This design comes from an exercise in tuning for small area on the open sky130 flow, not from production work.
The RTL was checked by simulation tests, not by an equivalence proof against the original design.

Setup of v24:
## fpu_top
module fpu_top (
    input  logic             clk,
    input  logic             reset,
    input  logic [3:0]       op,
    input  logic             start,
    input  logic [31:0]      operand_a,
    input  logic [31:0]      operand_b,
    output logic             valid,
    output logic [31:0]      result
);
    logic        stage_valid;
    logic        stage_mul;
    logic        stage_sub;
    logic        stage_rz;
    logic [1:0]  stage_special;
    logic        stage_sign;
    logic [8:0]  stage_exponent;
    logic [22:0] stage_fraction_a;
    logic [26:0] stage_fraction_b;
    logic        calc_valid;
    logic        calc_rz;
    logic [1:0]  calc_special;
    logic        calc_sign;
    logic [9:0]  calc_exponent;
    logic [27:0] calc_fraction;
    operand_aligner operand_aligner (
        .clk              (clk),
        .reset            (reset),
        .op               (op),
        .start            (start),
        .operand_a        (operand_a),
        .operand_b        (operand_b),
        .stage_valid      (stage_valid),
        .stage_mul        (stage_mul),
        .stage_sub        (stage_sub),
        .stage_rz         (stage_rz),
        .stage_special    (stage_special),
        .stage_sign       (stage_sign),
        .stage_exponent   (stage_exponent),
        .stage_fraction_a (stage_fraction_a),
        .stage_fraction_b (stage_fraction_b)
    );
    calculation_unit calculation_unit (
        .clk                (clk),
        .reset              (reset),
        .aligned_valid      (stage_valid),
        .aligned_mul        (stage_mul),
        .aligned_sub        (stage_sub),
        .aligned_rz         (stage_rz),
        .aligned_special    (stage_special),
        .aligned_sign       (stage_sign),
        .aligned_exponent   (stage_exponent),
        .aligned_fraction_a (stage_fraction_a),
        .aligned_fraction_b (stage_fraction_b),
        .calc_valid         (calc_valid),
        .calc_rz            (calc_rz),
        .calc_special       (calc_special),
        .calc_sign          (calc_sign),
        .calc_exponent      (calc_exponent),
        .calc_fraction      (calc_fraction)
    );
    result_stage result_stage (
        .calc_valid    (calc_valid),
        .calc_rz       (calc_rz),
        .calc_special  (calc_special),
        .calc_sign     (calc_sign),
  ...
For scale: roughly 2600 cells after synthesis, roughly 110 flip-flops, roughly 100 I/O pins, roughly 0.021 sq mm of cells after synthesis.
Settings: LEC_CHECK=0, ABC_AREA=1, CAP_MARGIN=10, CORE_MARGIN=2, CORE_UTILIZATION=60, CTS_BUF_LIST=sky130_fd_sc_hd__clkbuf_8, PLACE_DENSITY=0.72, SLEW_MARGIN=10, SYNTH_HIERARCHICAL=1; clock period 10.0 ns.
standard.sh (not shown) runs the stock make flow with config.mk's settings and CLKGATE_MAP_FILE= SYNTH_SCRIPT=/design/flow/synth_recipe.tcl, a recipe that flattens the netlist after the stock synthesis.
==> flow/flow/run.sh <==
#!/bin/bash
# Layout flow: the standard layout, except that
#  - synthesis maps the logic with an area-oriented ABC script
#    (flow/abc_area.script: area-only mapping) in place of ORFS's
#    delay-oriented one; everything else in synthesis, the registers
#    included, comes from the standard scripts unchanged;
#  - every input and output port still gets its own buffer, but a
#    sky130_fd_sc_hd__buf_1 instead of the larger cell buffer_ports picks;
#  - after global routing, ORFS's own power recovery (RECOVER_POWER)
#    downsizes gates on paths that keep positive slack.
set -euo pipefail
work=$(pwd)

# a private copy of the ORFS scripts with only the ABC script replaced
rm -rf "$work/scripts"
cp -r "$FLOW_HOME/scripts" "$work/scripts"
cp "$work/flow/abc_area.script" "$work/scripts/abc_area.script"

# synthesis with that copy, then the rest of the standard layout
bash "$work/standard.sh" SCRIPTS_DIR="$work/scripts" synth > "$work/synth.log" 2>&1
BUFFER_PORTS_ARGS="-buffer_cell sky130_fd_sc_hd__buf_1" RECOVER_POWER=100 bash "$work/standard.sh" finish > "$work/layout.log" 2>&1
==> flow/flow/abc_area.script <==
strash
dch
map -a
topo
dnsize -c
Relative to v24, the following input files were edited for v11:
Settings: CAP_MARGIN: 10 -> 20; SLEW_MARGIN: 10 -> 20; CTS_BUF_LIST: sky130_fd_sc_hd__clkbuf_8 -> unset.
==> flow/flow/run.sh <==
#!/bin/bash
# Layout flow: the standard layout, except that
#  - synthesis maps the logic with an area-oriented ABC script
#    (flow/abc_area.script: area-only mapping) in place of ORFS's
#    delay-oriented one, and extracts full/half adder cells only in the
#    adder modules fpu_fa and fpu_ha (the rest of the logic is left to ABC);
#    everything else in synthesis, the registers included, comes from the
#    standard scripts unchanged;
#  - every input and output port still gets its own buffer, but a
#    sky130_fd_sc_hd__buf_1 instead of the larger cell buffer_ports picks.
set -euo pipefail
work=$(pwd)

# a private copy of the ORFS scripts with only those two changes
rm -rf "$work/scripts"
cp -r "$FLOW_HOME/scripts" "$work/scripts"
cp "$work/flow/abc_area.script" "$work/scripts/abc_area.script"
sed -i 's/^  extract_fa {\*}\[dont_use_extract_fa_args\]$/  extract_fa {*}[dont_use_extract_fa_args] fpu_fa fpu_ha/' "$work/scripts/synth.tcl"
grep -q '^  extract_fa {\*}\[dont_use_extract_fa_args\] fpu_fa fpu_ha$' "$work/scripts/synth.tcl"

# synthesis with that copy, then the rest of the standard layout
bash "$work/standard.sh" SCRIPTS_DIR="$work/scripts" synth > "$work/synth.log" 2>&1
BUFFER_PORTS_ARGS="-buffer_cell sky130_fd_sc_hd__buf_1" bash "$work/standard.sh" finish > "$work/layout.log" 2>&1
==> flow/flow/abc_area.script <==
strash
dch
map -a
strash
dch
map -a
strash
dch
map -a
topo
dnsize -c
==> run summary <==
- Proportion of synthesized area in mux cells on v11 is down relative to v24.
- Compared with v24, v11 shows initial antenna violation count higher by 1.
- The routed wire length number comes out higher for v24 vs v11.
- Going from v24 to v11, tightest hold margin shrinks by 0.012 ns.
- Delta (v11 minus v24): final-layout fill cell count went down by 75.
- Compared with v24, v11 shows filler-free cell count of the finished design higher by about 3.8%.
- Compared with v24, v11 shows final worst-path cycle share lower by 3.7 points.
- Comparing v11 and v24, the higher average vias per placed instance was measured on v24.
- Per the comparison of v11 with v24, total buffers and inverters traversed by the critical path shows a reduction of 1; die area fell by about 2.8%.
Inputs modified between v11 and v40:
==> flow/flow/run.sh <==
#!/bin/bash
# Layout flow: the standard layout, except that synthesis maps the logic
# with an area-oriented ABC script (flow/abc_area.script: area-only mapping)
# in place of ORFS's delay-oriented one. Everything else, the registers
# included, comes from the standard scripts unchanged.
set -euo pipefail
work=$(pwd)

# a private copy of the ORFS scripts with only the ABC script replaced
rm -rf "$work/scripts"
cp -r "$FLOW_HOME/scripts" "$work/scripts"
cp "$work/flow/abc_area.script" "$work/scripts/abc_area.script"

# synthesis with that copy, then the rest of the standard layout
bash "$work/standard.sh" SCRIPTS_DIR="$work/scripts" synth > "$work/synth.log" 2>&1
bash "$work/standard.sh" finish > "$work/layout.log" 2>&1
==> flow/flow/abc_area.script <==
strash
dch
map -a
topo
dnsize -c
Notes after the runs:
Higher adder and majority cell fraction of the synthesized area among v40 and v11: v40
Going from v11 to v40, wire length climbed 5.2%.
v40 ends up with a count of standard-cell rows that is 1 higher than in v11.
On hold slack, the lower figure sits with v11, not v40.
Between v11 and v40, worst setup slack decreased.
On cell area, v11 beats v40.
Area growth from synthesis to layout (higher): v40
Changes in v47 relative to v40:
Settings: CTS_BUF_LIST: unset -> sky130_fd_sc_hd__clkbuf_8.
==> flow/flow/run.sh <==
#!/bin/bash
# Layout flow: the standard layout, except that
#  - synthesis maps the logic with an area-oriented ABC script
#    (flow/abc_area.script: area-only mapping) in place of ORFS's
#    delay-oriented one; everything else in synthesis, the registers
#    included, comes from the standard scripts unchanged;
#  - every input and output port still gets its own buffer, but a
#    sky130_fd_sc_hd__buf_1 instead of the larger cell buffer_ports picks.
set -euo pipefail
work=$(pwd)

# a private copy of the ORFS scripts with only the ABC script replaced
rm -rf "$work/scripts"
cp -r "$FLOW_HOME/scripts" "$work/scripts"
cp "$work/flow/abc_area.script" "$work/scripts/abc_area.script"

# synthesis with that copy, then the rest of the standard layout
bash "$work/standard.sh" SCRIPTS_DIR="$work/scripts" synth > "$work/synth.log" 2>&1
BUFFER_PORTS_ARGS="-buffer_cell sky130_fd_sc_hd__buf_1" bash "$work/standard.sh" finish > "$work/layout.log" 2>&1
==> comparison <==
Compared with v40, v47 shows count of inverters other than clock inverters in the layout higher by 1.
Utilization for v47: 1.9 points down relative to v40
v40 was larger in final cell area than v47.
Layout overhead on the synthesized area is lower on v47
Comparing cell count for v40 and v47, the bigger number came from v47.
v47 against v40: sequential share of layout area climbed 0.27 points, final hold violation count neither gained nor lost much.
v47 vs v40, non-clock buffer count went up by about 5.4%.
Compared with v40, v47 has extra setup slack.

---

fpu_top, a different RTL version from the one above (not shown whole).
Size in the first run: ~2700 cells after synthesis, ~100 I/O pins, ~0.021 sq mm of cells after synthesis.
// fpu_top
module fpu_top (
    input  logic             clk,
    input  logic             reset,
    input  logic [3:0]       op,
    input  logic             start,
    input  logic [31:0]      operand_a,
    input  logic [31:0]      operand_b,
    output logic             valid,
    output logic [31:0]      result
);
clock: 10.0 ns
lec_check: 0
abc_area: 1
cap_margin: 20
core_margin: 2
core_utilization: 60
place_density: 0.72
slew_margin: 20
synth_hierarchical: 1
==> flow/flow/run.sh <==
#!/bin/bash
# Layout flow: the standard layout, except that synthesis maps the logic
# with an area-oriented ABC script (flow/abc_area.script: area-only mapping)
# in place of ORFS's delay-oriented one. Everything else, the registers
# included, comes from the standard scripts unchanged.
set -euo pipefail
work=$(pwd)

# a private copy of the ORFS scripts with only the ABC script replaced
rm -rf "$work/scripts"
cp -r "$FLOW_HOME/scripts" "$work/scripts"
cp "$work/flow/abc_area.script" "$work/scripts/abc_area.script"

# synthesis with that copy, then the rest of the standard layout
bash "$work/standard.sh" SCRIPTS_DIR="$work/scripts" synth > "$work/synth.log" 2>&1
bash "$work/standard.sh" finish > "$work/layout.log" 2>&1
==> flow/flow/abc_area.script <==
strash
dch
map -a
topo
dnsize -c
Edit:
==> flow/run.sh (new file) <==
#!/bin/bash
# synth_recipe.tcl (not shown) runs the flow's synth.tcl, then flattens the netlist and writes it again
# the make line also repeats each setting of config.mk as NAME=value (left out here)
make -C /OpenROAD-flow-scripts/flow DESIGN_CONFIG=/design/flow/config.mk WORK_HOME=/design/flow/orfs CLKGATE_MAP_FILE= SYNTH_SCRIPT=/design/flow/synth_recipe.tcl finish
removed: flow/flow/run.sh
removed: flow/flow/abc_area.script
removed: flow/standard.sh
Effect:
- The changed run produced a clean layout
- cell area came out higher by 5.8%
- cell count went up by 10%
- synthesized area came out higher by 13%
- fmax shrinks by 1.5%
- register-to-register slack is better by 1.2 ns
- via count went up by 6.1%
- synthesized cell count climbs by 19%

---

RTL: one of the versions met above, not the one the previous note started from.
Size in the first run: ~2600 cells after synthesis, about 110 flip-flops, roughly 100 I/O pins, about 0.021 mm^2 of cells after synthesis.
Settings: LEC_CHECK=0, ABC_AREA=1, CAP_MARGIN=20, CORE_MARGIN=2, CORE_UTILIZATION=60, CTS_BUF_LIST=sky130_fd_sc_hd__clkbuf_8, PLACE_DENSITY=0.72, SLEW_MARGIN=20, SYNTH_HIERARCHICAL=1; clock period 10.0 ns.
==> flow/flow/run.sh <==
#!/bin/bash
# Layout flow: the standard layout, except that
#  - synthesis maps the logic with an area-oriented ABC script
#    (flow/abc_area.script: area-only mapping) in place of ORFS's
#    delay-oriented one; everything else in synthesis, the registers
#    included, comes from the standard scripts unchanged;
#  - every input and output port still gets its own buffer, but a
#    sky130_fd_sc_hd__buf_1 instead of the larger cell buffer_ports picks;
#  - after global routing, ORFS's own power recovery (RECOVER_POWER)
#    downsizes gates on paths that keep positive slack.
set -euo pipefail
work=$(pwd)

# a private copy of the ORFS scripts with only the ABC script replaced
rm -rf "$work/scripts"
cp -r "$FLOW_HOME/scripts" "$work/scripts"
cp "$work/flow/abc_area.script" "$work/scripts/abc_area.script"

# synthesis with that copy, then the rest of the standard layout
bash "$work/standard.sh" SCRIPTS_DIR="$work/scripts" synth > "$work/synth.log" 2>&1
BUFFER_PORTS_ARGS="-buffer_cell sky130_fd_sc_hd__buf_1" RECOVER_POWER=100 bash "$work/standard.sh" finish > "$work/layout.log" 2>&1
==> flow/flow/abc_area.script <==
strash
dch
map -a
topo
dnsize -c
Next try:
==> flow/flow/run.sh (replaced) <==
#!/bin/bash
# Layout flow: the standard layout, except that
#  - synthesis maps the logic with an area-oriented ABC script
#    (flow/abc_area.script: area-only mapping) in place of ORFS's
#    delay-oriented one, and extracts full/half adder cells only in the
#    adder modules fpu_fa and fpu_ha (the rest of the logic is left to ABC);
#    everything else in synthesis, the registers included, comes from the
#    standard scripts unchanged;
#  - every input and output port still gets its own buffer, but a
#    sky130_fd_sc_hd__buf_1 instead of the larger cell buffer_ports picks.
set -euo pipefail
work=$(pwd)

# a private copy of the ORFS scripts with only those two changes
rm -rf "$work/scripts"
cp -r "$FLOW_HOME/scripts" "$work/scripts"
cp "$work/flow/abc_area.script" "$work/scripts/abc_area.script"
sed -i 's/^  extract_fa {\*}\[dont_use_extract_fa_args\]$/  extract_fa {*}[dont_use_extract_fa_args] fpu_fa fpu_ha/' "$work/scripts/synth.tcl"
grep -q '^  extract_fa {\*}\[dont_use_extract_fa_args\] fpu_fa fpu_ha$' "$work/scripts/synth.tcl"

# synthesis with that copy, then the rest of the standard layout
bash "$work/standard.sh" SCRIPTS_DIR="$work/scripts" synth > "$work/synth.log" 2>&1
BUFFER_PORTS_ARGS="-buffer_cell sky130_fd_sc_hd__buf_1" bash "$work/standard.sh" finish > "$work/layout.log" 2>&1
==> flow/flow/abc_area.script (replaced) <==
strash
dch
map -a
strash
dch
map -a
topo
dnsize -c
CTS_BUF_LIST = not set   (was sky130_fd_sc_hd__clkbuf_8)
What happened: Wire length falls by 0.78%. Worst hold slack stays flat. Worst setup slack gets better by 0.39 ns. Design area came out lower by 2.5%. Area after synthesis came out lower by 2.5%. Flip-flop and latch count stays the same. Clock skew hardly moves. First-iteration DRC count goes up by about 6%. Final cell count is higher by about 4%. Sequential share of layout area climbs by 0.25 points. Utilization rose by 0.13 points.

## port drivers added, routing unchanged
Ports are ideal in the flow. The routed layouts listed here were re-timed in OpenROAD.
Step 1 (the two cells are an assumption about what drives the block):
set clk [get_ports {clk}]
set_driving_cell -lib_cell sky130_fd_sc_hd__clkbuf_16 $clk
set_driving_cell -lib_cell sky130_fd_sc_hd__buf_2 [delete_from_list [all_inputs] $clk]
Step 2, shift: input delay + t, output delay - t, t = (earliest + latest rising clock arrival at the registers) / 2. This alone moves slack from input paths to output paths.
a / b / c = ideal ports / drivers / drivers and shift; a / b = the first two.
run | t (ns) | setup WS [ns] | worst setup path at the end | worst register clock-pin slew, ns | pins driven straight from the clock port
v24 | 0.421 | 0.496 / 0.469 / 0.446 | input to register | 0.12 / 0.12 | 1
v11 | 0.413 | 0.866 / 0.866 / 0.497 | input to register | 0.08 / 0.08 | 1
v40 | 0.407 | 0.484 / 0.437 / 0.397 | input to register | 0.08 / 0.08 | 1
v47 | 0.421 | 0.514 / 0.473 / 0.462 | input to register | 0.12 / 0.12 | 1
the first run of note 2 | 0.392 | 0.642 / 0.594 / 0.381 | input to register | 0.08 / 0.08 | 1
the second run of note 2 | 0.408 | 0.499 / 0.446 / 0.854 | register to output | 0.09 / 0.09 | 1
the first run of note 3 | 0.421 | 0.496 / 0.469 / 0.446 | input to register | 0.12 / 0.12 | 1
the second run of note 3 | 0.428 | 0.887 / 0.887 / 0.887 | register to register | 0.10 / 0.10 | 1
After both steps setup and hold are still met in every run listed. The setup slack of v11, which loses most, moves by 0.000 ns with the drivers and by -0.369 ns with both steps.
